This is an optimization exercise on Yosys and OpenROAD, whose aim is a short achievable clock period and few clock cycles per item, not a production implementation. The RTL was checked by simulation tests, not by an equivalence proof against the original design. The flow treats the clock pin as an ideal source, which a real chip does not have. No activity file was given, so power comes from the tool's default toggle rates.

run A:
## matrix_vector_multiply_core
module matrix_vector_multiply_core (
  input  logic                                clk,
  input  logic                                rst_n,
  input  logic                                in_valid,
  output logic                                in_stall,
  input  logic [25:0]                         in_data,
  output logic                                out_valid,
  input  logic                                out_stall,
  output logic [56:0]                         out_data,
  input  logic                                psel,
  input  logic                                penable,
  input  logic                                pwrite,
  input  logic [mvm_pkg::CFG_ADDR_BITS-1:0]   paddr,
  input  logic [mvm_pkg::CFG_DATA_BITS-1:0]   pwdata,
  output logic [mvm_pkg::CFG_DATA_BITS-1:0]   prdata,
  output logic                                pready
);
Size in the first run: ~11000 cells after synthesis, ~5500 flip-flops, ~200000 um2 of cells after synthesis.
Settings: LEC_CHECK=0, ABC_CLOCK_PERIOD_IN_PS=2500, CAP_MARGIN=20, CORE_MARGIN=2, CORE_UTILIZATION=55, PLACE_DENSITY=0.65, SETUP_SLACK_MARGIN=5, SLEW_MARGIN=20, SYNTH_MEMORY_MAX_BITS=8192; clock period 8.0 ns.
standard.sh (not shown) runs the stock make flow with config.mk's settings and CLKGATE_MAP_FILE= SYNTH_SCRIPT=/design/flow/synth_recipe.tcl, a recipe that flattens the netlist after the stock synthesis.
==> flow/flow/run.sh <==
#!/bin/bash
set -euo pipefail
work=$(pwd)
bash standard.sh SETUP_SLACK_MARGIN=5.4 MAX_REPAIR_ANTENNAS_ITER_DRT=10 PRE_DETAIL_PLACE_TCL="$work/flow/pre_dpl.tcl" POST_CTS_TCL="$work/flow/post_cts.tcl" finish > "$work/standard_finish.log" 2>&1
grep -h "pre_dpl:" "$work"/orfs/logs/*/matrix_vector_multiply_core/base/3_5_place_dp.log > "$work/hooks_summary.log" || true
grep -h "post_cts:" "$work"/orfs/logs/*/matrix_vector_multiply_core/base/4_1_cts.log >> "$work/hooks_summary.log" || true
test -f "$work/out/final.def"
==> flow/flow/post_cts.tcl <==
set block [ord::get_db_block]
set clk_net [$block findNet clk]
set root_its {}
foreach it [$clk_net getITerms] { lappend root_its $it }
if {[llength $root_its] == 1} {
  set root [[lindex $root_its 0] getInst]
  set master [[$root getMaster] getName]
  set out_net ""
  foreach it [$root getITerms] {
    if {[$it isOutputSignal]} { set out_net [$it getNet] }
  }
  set loads {}
  if {$out_net ne "" && $out_net ne "NULL"} {
    foreach it [$out_net getITerms] {
      if {[$it getInst] != $root} { lappend loads $it }
    }
  }
  set ok [expr {[string match "sky130_fd_sc_hd__clkbuf_*" $master] && [llength $loads] > 0 && [llength $loads] <= 4 && [llength [$out_net getBTerms]] == 0}]
  foreach it $loads {
    if {![string match "sky130_fd_sc_hd__clkbuf_*" [[[$it getInst] getMaster] getName]]} { set ok 0 }
  }
  if {$ok} {
    puts "post_cts: removing root buffer [$root getName] ($master), clock port now drives [llength $loads] buffers"
    foreach it $loads {
      $it disconnect
      $it connect $clk_net
    }
    odb::dbInst_destroy $root
    odb::dbNet_destroy $out_net
  } else {
    puts "post_cts: root buffer left in place"
  }
} else {
  puts "post_cts: clock port drives [llength $root_its] cells, nothing to do"
}

estimate_parasitics -placement
report_clock_latency
set saved_margin $::env(SETUP_SLACK_MARGIN)
set ::env(SETUP_SLACK_MARGIN) 5.4
repair_timing_helper
set ::env(SETUP_SLACK_MARGIN) $saved_margin
detailed_placement
check_placement -verbose
report_worst_slack
==> flow/flow/pre_dpl.tcl <==
# Sourced by ORFS's detail_place.tcl before detailed placement
# (PRE_DETAIL_PLACE_TCL). Each output port's buffer is moved to the core
# edge next to its pin, and the flip-flop that drives that buffer onto the
# buffer, so that detailed placement legalizes both right beside the pin:
# the wires between flip-flop, buffer and pin are loads on every output path.
set block [ord::get_db_block]
set core [$block getCoreArea]
set cx0 [$core xMin]; set cy0 [$core yMin]; set cx1 [$core xMax]; set cy1 [$core yMax]
proc clampv {v lo hi} { expr {$v < $lo ? $lo : ($v > $hi ? $hi : $v)} }
set moved 0
foreach bt [$block getBTerms] {
  if {[$bt getIoType] ne "OUTPUT"} continue
  set net [$bt getNet]
  if {$net eq "NULL"} continue
  set buf ""
  foreach it [$net getITerms] { if {[$it isOutputSignal]} { set buf [$it getInst] } }
  if {$buf eq ""} continue
  if {[$buf isFixed]} continue
  set bb [$bt getBBox]
  set px [expr {([$bb xMin] + [$bb xMax]) / 2}]
  set py [expr {([$bb yMin] + [$bb yMax]) / 2}]
  set bw [[$buf getMaster] getWidth]; set bh [[$buf getMaster] getHeight]
  set bx [clampv $px $cx0 [expr {$cx1 - $bw}]]
  set by [clampv $py $cy0 [expr {$cy1 - $bh}]]
  $buf setLocation $bx $by
  set flop ""
  foreach it [$buf getITerms] {
    if {![$it isInputSignal]} continue
    set n2 [$it getNet]
    if {$n2 eq "NULL"} continue
    foreach it2 [$n2 getITerms] {
      if {[$it2 isOutputSignal]} { set flop [$it2 getInst] }
    }
  }
  if {$flop ne "" && [string match "sky130_fd_sc_hd__*df*" [[$flop getMaster] getName]] && ![$flop isFixed]} {
    set fw [[$flop getMaster] getWidth]; set fh [[$flop getMaster] getHeight]
    $flop setLocation [clampv $bx $cx0 [expr {$cx1 - $fw}]] [clampv $by $cy0 [expr {$cy1 - $fh}]]
    incr moved
  }
}
puts "pre_dpl: moved $moved output buffers to their pins, with their flip-flops"
Run A reached the end of the flow, and the finished layout is clean on the timing, DRC and antenna checks.
Testbench counts of run A, summed over its fixed seeds: cycles 71,928, items 65,248.
Setup changes, run A to run B
==> flow/flow/pre_dpl.tcl <==
# Sourced by ORFS's detail_place.tcl before detailed placement
# (PRE_DETAIL_PLACE_TCL). Each flip-flop that drives an output port's buffer
# is moved onto that buffer, so that detailed placement legalizes it right
# beside it: the wire between them is the load on the flip-flop's Q, which
# is part of every output path.
set block [ord::get_db_block]
set moved 0
foreach bt [$block getBTerms] {
  if {[$bt getIoType] ne "OUTPUT"} continue
  set net [$bt getNet]
  if {$net eq "NULL"} continue
  set buf ""
  foreach it [$net getITerms] { if {[$it isOutputSignal]} { set buf [$it getInst] } }
  if {$buf eq ""} continue
  set flop ""
  foreach it [$buf getITerms] {
    if {![$it isInputSignal]} continue
    set n2 [$it getNet]
    if {$n2 eq "NULL"} continue
    foreach it2 [$n2 getITerms] {
      if {[$it2 isOutputSignal]} { set flop [$it2 getInst] }
    }
  }
  if {$flop eq ""} continue
  if {![string match "sky130_fd_sc_hd__*df*" [[$flop getMaster] getName]]} continue
  if {[$flop isFixed]} continue
  set loc [$buf getLocation]
  $flop setLocation [lindex $loc 0] [lindex $loc 1]
  incr moved
}
puts "pre_dpl: moved $moved output flip-flops onto their port buffers"
-- flow/config.mk --
<<< run A, line 11
export CORE_UTILIZATION = 55
export PLACE_DENSITY = 0.65
>>> run B, line 11
export CORE_UTILIZATION = 40
### Flow results
- Wire length for run B: about 4% up relative to run A
- Looking at the reports, run B completed the entire flow and the layout it produced met the timing, DRC and antenna checks.
- Run A: no failed stages, no open violations at the end
- Measured against each other, run B and run A differ in non-clock buffer count, the higher figure coming from run B.
- Compare run B and run A | power share of the clock group lower: run B
- Diff run B..run A | number of global-route vias before repair | negligible
- Worst setup slack for run B: 25 ps down relative to run A
- On shortest clock period the worst path allows after layout, run B does worse than run A.
- Lower global-route wire length before repair goes to run A over run B.
- Run B vs run A — total power dropped slightly
- Diff run B and run A: sequential share of layout area higher in run A
- Period utilization | run B above run A
Setup changes, run B to run C
-- flow/flow/run.sh --
<<< run B, line 2
>>> run C, line 2
# Own layout flow: the standard flow (standard.sh, standard synthesis and
# all ORFS steps unchanged) with two hooks:
#   pre_dpl.tcl   before detailed placement, puts each output flip-flop beside
#                 its port buffer
#   post_cts.tcl  after clock tree synthesis, lets the clock port drive the
#                 top clock buffers itself, then repairs timing
<<< run B, line 4
bash standard.sh SETUP_SLACK_MARGIN=5.4 MAX_REPAIR_ANTENNAS_ITER_DRT=10 PRE_DETAIL_PLACE_TCL="$work/flow/pre_dpl.tcl" POST_CTS_TCL="$work/flow/post_cts.tcl" finish > "$work/standard_finish.log" 2>&1
>>> run C, line 10
bash standard.sh PRE_DETAIL_PLACE_TCL="$work/flow/pre_dpl.tcl" POST_CTS_TCL="$work/flow/post_cts.tcl" finish > "$work/standard_finish.log" 2>&1
-- flow/flow/post_cts.tcl --
<<< run B, line 40
set ::env(SETUP_SLACK_MARGIN) 5.4
>>> run C, line 40
set ::env(SETUP_SLACK_MARGIN) 5.3
Notes after the runs:
Leakage power: run C < run B. Part of the total power dissipated in the clock network up 0.3 points in run C wrt run B. Run C completed end to end with timing, DRC and antenna clean. As far as design area is concerned, run B and run C perform about the same.

build 47:
matrix_vector_multiply_core, a different RTL version from the one above (not shown whole).
For scale: about 210000 um2 of cells after synthesis.
export LEC_CHECK = 0
export ABC_CLOCK_PERIOD_IN_PS = 2500
export CAP_MARGIN = 20
export CORE_MARGIN = 2
export CORE_UTILIZATION = 40
export SETUP_SLACK_MARGIN = 5
export SLEW_MARGIN = 20
export SYNTH_MEMORY_MAX_BITS = 8192
create_clock -name core_clock -period 8.0 [get_ports {clk}]
run.sh (not shown) runs the stock make flow with config.mk's settings and CLKGATE_MAP_FILE= SYNTH_SCRIPT=/design/flow/synth_recipe.tcl, a recipe that flattens the netlist after the stock synthesis.
Stock flow here: none of the scripts above is used.
Testbench counts of build 47, summed over its fixed seeds: cycles 71,992, items 65,248.
Modified inputs, trial 3 compared to build 47
==> flow/flow/run.sh (new file) <==
#!/bin/bash
# Own layout flow: the standard flow (standard.sh, standard synthesis and
# all ORFS steps unchanged) with one hook after clock tree synthesis,
# post_cts.tcl, which lets the clock port drive the top clock buffers itself.
set -euo pipefail
work=$(pwd)
bash standard.sh POST_CTS_TCL="$work/flow/post_cts.tcl" finish > "$work/standard_finish.log" 2>&1
grep -h "post_cts:" "$work"/orfs/logs/*/matrix_vector_multiply_core/base/4_1_cts.log > "$work/post_cts_summary.log" || true
test -f "$work/out/final.def"
==> flow/flow/post_cts.tcl (new file) <==
set block [ord::get_db_block]
set clk_net [$block findNet clk]
set root_its {}
foreach it [$clk_net getITerms] { lappend root_its $it }
if {[llength $root_its] == 1} {
  set root [[lindex $root_its 0] getInst]
  set master [[$root getMaster] getName]
  set out_net ""
  foreach it [$root getITerms] {
    if {[$it isOutputSignal]} { set out_net [$it getNet] }
  }
  set loads {}
  if {$out_net ne "" && $out_net ne "NULL"} {
    foreach it [$out_net getITerms] {
      if {[$it getInst] != $root} { lappend loads $it }
    }
  }
  set ok [expr {[string match "sky130_fd_sc_hd__clkbuf_*" $master] && [llength $loads] > 0 && [llength $loads] <= 4 && [llength [$out_net getBTerms]] == 0}]
  foreach it $loads {
    if {![string match "sky130_fd_sc_hd__clkbuf_*" [[[$it getInst] getMaster] getName]]} { set ok 0 }
  }
  if {$ok} {
    puts "post_cts: removing root buffer [$root getName] ($master), clock port now drives [llength $loads] buffers"
    foreach it $loads {
      $it disconnect
      $it connect $clk_net
    }
    odb::dbInst_destroy $root
    odb::dbNet_destroy $out_net
  } else {
    puts "post_cts: root buffer left in place"
  }
} else {
  puts "post_cts: clock port drives [llength $root_its] cells, nothing to do"
}

estimate_parasitics -placement
report_clock_latency
repair_timing_helper
detailed_placement
check_placement -verbose
report_worst_slack
==> flow/standard.sh (new file) <==
#!/bin/bash
# synth_recipe.tcl (not shown) runs the flow's synth.tcl, then flattens the netlist and writes it again
# the make line also repeats each setting of config.mk as NAME=value (left out here)
make -C /OpenROAD-flow-scripts/flow DESIGN_CONFIG=/design/flow/config.mk WORK_HOME=/design/flow/orfs CLKGATE_MAP_FILE= SYNTH_SCRIPT=/design/flow/synth_recipe.tcl "${@:-finish}"
removed: flow/run.sh
Results
Trial 3: PASS, flow complete, no timing, DRC or antenna violations
Minimum clock period is higher on build 47
The switching fraction of total power of trial 3 and that of build 47 are within noise of each other.
There was hardly any difference in total power between build 47 and trial 3.

separate check: timing with driven ports:
In the flow no input, the clock included, has a driving cell. The finished layouts below were timed again as built, in two steps.
Step 1: set_driving_cell puts a clkbuf_16 on clk and a buf_2 on each other input, an assumption about the parent block.
Step 2 adds t to the input delays and takes it off the output delays; t is the mean of the earliest and latest rising clock arrival at the registers after step 1. Input paths then give back, and output paths get back, about the clock's delay inside the block.
a / b / c = no drivers / after step 1 / after step 2; a / b = the first two.
run	shift t [ns]	setup slack, ns	hold slack, ns
run A	0.984	5.207 / 4.982 / 4.735	0.314 / 0.314 / 0.314
run B	1.024	5.181 / 4.951 / 4.746	0.307 / 0.307 / 0.307
run C	1.012	5.151 / 4.926 / 4.374	0.309 / 0.309 / 0.309
build 47	1.168	4.835 / 4.714 / 4.164	0.302 / 0.302 / 0.302
trial 3	1.005	5.072 / 4.876 / 4.247	0.300 / 0.300 / 0.300
After both steps setup and hold are still met in every run listed. For trial 3, which loses most, drivers alone change the setup slack by -0.196 ns; drivers and shift together by -0.825 ns.
